This is an optimization exercise on Yosys and OpenROAD, whose aim is small area, a short achievable clock period and few clock cycles per item, not a production implementation. Only simulation tests tie the RTL to the original design; equivalence was not proved.

==> inputs of try-delta <==
// neuron_fetch_top
module neuron_fetch_top (
    input  logic                              clk,
    input  logic                              reset,
    input  logic                              i_start,
    input  nn_cfg_pkg::cfg_addr_t             i_table_base,
    output nn_cfg_pkg::cfg_addr_t             o_cfg_addr,
    input  logic [nn_cfg_pkg::CFG_WORD_W-1:0] i_cfg_data,
    output nn_operand_pkg::lane_addr_t        o_data_addr,
    input  nn_operand_pkg::lane_in_t          i_data,
    input  logic                              i_stopin,
    input  logic                              i_layer_done,
    output logic                              o_push,
    output nn_operand_pkg::operand_t          o_operand,
    output logic                              o_finish
);
==> flow/config.mk <==
export PLATFORM = sky130hd
export DESIGN_NAME = neuron_fetch_top
export DESIGN_NICKNAME = neuron_fetch_top
export VERILOG_FILES = /design/flow/design.v
export SDC_FILE = /design/flow/constraint.sdc
export NUM_CORES = 4
export LEC_CHECK = 0
export CAP_MARGIN = 20
export CORE_AREA = 75 75 275 275
export DIE_AREA = 0 0 350 350
export SETUP_SLACK_MARGIN = 2.0
export SLEW_MARGIN = 20
==> flow/constraint.sdc <==
create_clock -name core_clock -period 6.5 [get_ports {clk}]
set_input_delay 1.3000 -clock core_clock [delete_from_list [all_inputs] [get_ports {clk}]]
set_output_delay 1.3000 -clock core_clock [all_outputs]
set_load 0.01 [all_outputs]
standard.sh (not shown) runs the stock make flow with config.mk's settings and CLKGATE_MAP_FILE= SYNTH_SCRIPT=/design/flow/synth_recipe.tcl, a recipe that flattens the netlist after the stock synthesis.
==> flow/flow/run.sh <==
#!/bin/bash
# The standard layout, except:
#  - the smallest buffer on every input and output port instead of the
#    default port buffer;
#  - synthesis leaves adders to abc as plain gates (no full/half-adder cells).
set -euo pipefail
export BUFFER_PORTS_ARGS="-buffer_cell sky130_fd_sc_hd__buf_1"
export ADDER_MAP_FILE=
bash standard.sh > standard_make.log 2>&1
==> try-raven (differences from try-delta) <==
--- a/flow/design.v
+++ b/flow/design.v
@@ -274,21 +274,15 @@
     end
     logic [135:0] lane_addr;
     always_comb
     begin
         for (int l = 0; l < 8; l++)
         begin
-            logic [5:0] s0;
-            logic [5:0] s1a;
-            logic [5:0] s1b;
-            logic [5:0] s1;
-            s0  = {1'b0, lbase_lo[4:0]} + {1'b0, i_cfg_data[l*10 +: 5]};
-            s1a = {1'b0, lbase_lo[9:5]} + {1'b0, i_cfg_data[l*10 + 5 +: 5]};
-            s1b = {1'b0, lbase_lo[9:5]} + {1'b0, i_cfg_data[l*10 + 5 +: 5]} + 6'd1;
-            s1  = s0[5] ? s1b : s1a;
-            lane_addr[l*17 +: 17] = {s1[5] ? lbase_hi1 : lbase_hi, s1[4:0], s0[4:0]};
+            logic [10:0] lo;
+            lo = {1'b0, lbase_lo} + {1'b0, i_cfg_data[l*10 +: 10]};
+            lane_addr[l*17 +: 17] = {lo[10] ? lbase_hi1 : lbase_hi, lo[9:0]};
         end
     end
     assign o_data_addr = lane_addr;
     assign o_push      = push_q;
     assign o_weights   = wgt_q;
     assign o_lanes     = lanes_q;
==> flow/flow/run.sh (replaced) <==
#!/bin/bash
# The standard layout, except for the smallest buffer on every input and
# output port instead of the default port buffer.
set -euo pipefail
export BUFFER_PORTS_ARGS="-buffer_cell sky130_fd_sc_hd__buf_1"
bash standard.sh > standard_make.log 2>&1
ABC_AREA = 1   (was unset)
SETUP_SLACK_MARGIN = 1.5   (was 2.0)
==> try-pepper (differences from try-delta) <==
--- a/flow/design.v
+++ b/flow/design.v
@@ -274,21 +274,15 @@
     end
     logic [135:0] lane_addr;
     always_comb
     begin
         for (int l = 0; l < 8; l++)
         begin
-            logic [5:0] s0;
-            logic [5:0] s1a;
-            logic [5:0] s1b;
-            logic [5:0] s1;
-            s0  = {1'b0, lbase_lo[4:0]} + {1'b0, i_cfg_data[l*10 +: 5]};
-            s1a = {1'b0, lbase_lo[9:5]} + {1'b0, i_cfg_data[l*10 + 5 +: 5]};
-            s1b = {1'b0, lbase_lo[9:5]} + {1'b0, i_cfg_data[l*10 + 5 +: 5]} + 6'd1;
-            s1  = s0[5] ? s1b : s1a;
-            lane_addr[l*17 +: 17] = {s1[5] ? lbase_hi1 : lbase_hi, s1[4:0], s0[4:0]};
+            logic [10:0] lo;
+            lo = {1'b0, lbase_lo} + {1'b0, i_cfg_data[l*10 +: 10]};
+            lane_addr[l*17 +: 17] = {lo[10] ? lbase_hi1 : lbase_hi, lo[9:0]};
         end
     end
     assign o_data_addr = lane_addr;
     assign o_push      = push_q;
     assign o_weights   = wgt_q;
     assign o_lanes     = lanes_q;
==> flow_metrics.tcl <==
set metrics [dict create \
    cp_top_family "buffers and inverters" \
    syn_inst 2409 \
    path_class "flop to primary output" \
    vias 21811 \
    status "complete, no violations" \
    pg_clk_uw 2130 \
    dp.cells 3845 \
    p_leak_uw 0.0113 \
    powerSeq_uw 2720 \
    n_all_inverters 469 \
    endpoint "o_cfg_addr[1]" \
    setup_ws_ns 1.50 \
    dr_wl_met2_um 87100 \
    r2r-start "u_sequencer.state[2]$_DFFE_PP0P_" \
]
[end of results for try-raven]
==> flow_metrics.tcl <==
set metrics [dict create \
    status "complete, no violations" \
    path_class "input port to primary output" \
    synth-seq-cells 306 \
    p_leak_uw 0.00929 \
    final_cells 3468 \
    p_int_uw 5420 \
    endpoint "o_data_addr[109]" \
    r2r-start "u_sequencer.rem[7]$_DFFE_PP_" \
    largest_register_ffs 128 \
    vias 19815 \
    dp.cells 3278 \
    dr_wl_met2_um 84900 \
    cp_top_family "adder cells" \
    fin_setup_tns_ns 0 \
    ys_warn_count 2 \
    syn_inst 1881 \
    powerSeq_uw 2770 \
    pg_clk_uw 2170 \
    n_all_inverters 34 \
]
[end of results for try-delta]
==> flow_metrics.tcl <==
set metrics [dict create \
    setup_ws_ns 1.66 \
    dp.cells 3238 \
    p_leak_uw 0.00905 \
    dr_wl_met2_um 84900 \
    cp_top_family "adder cells" \
    r2r-start "u_sequencer.rem[3]$_DFFE_PP_" \
    syn_inst 1861 \
    status "complete, no violations" \
    powerSeq_uw 2770 \
    n_all_inverters 28 \
    path_class "input port to primary output" \
]
[end of results for try-pepper]
Testbench counts of try-delta, summed over its fixed seeds: cycles 4,284, items 2,745.
Testbench counts of try-raven, summed over its fixed seeds: cycles 4,284, items 2,745.
Testbench counts of try-pepper, summed over its fixed seeds: cycles 4,284, items 2,745.

static timing again, ports no longer ideal:
In the flow no input, the clock included, has a driving cell. The finished layouts below were timed again as built, in two steps.
Step 1: set_driving_cell puts a clkbuf_16 on clk and a buf_2 on each other input, an assumption about the parent block.
Step 2 also shifts input and output timing later by t, the mid clock arrival at the registers, as if the neighbouring blocks saw the same clock.
a / b / c = ideal / step 1 / step 2; a / b = the first two.
run	shift t [ns]	setup slack, ns	worst hold slack (ns)
try-delta	0.616	1.528 / 1.458 / 1.458	0.530 / 0.530 / 0.530
try-raven	0.629	1.502 / 1.424 / 1.502	0.507 / 0.507 / 0.507
try-pepper	0.613	1.658 / 1.566 / 1.566	0.558 / 0.558 / 0.558
After both steps setup and hold are still met in every run listed. For try-pepper, which loses most, drivers alone change the setup slack by -0.092 ns; drivers and shift together by -0.092 ns.
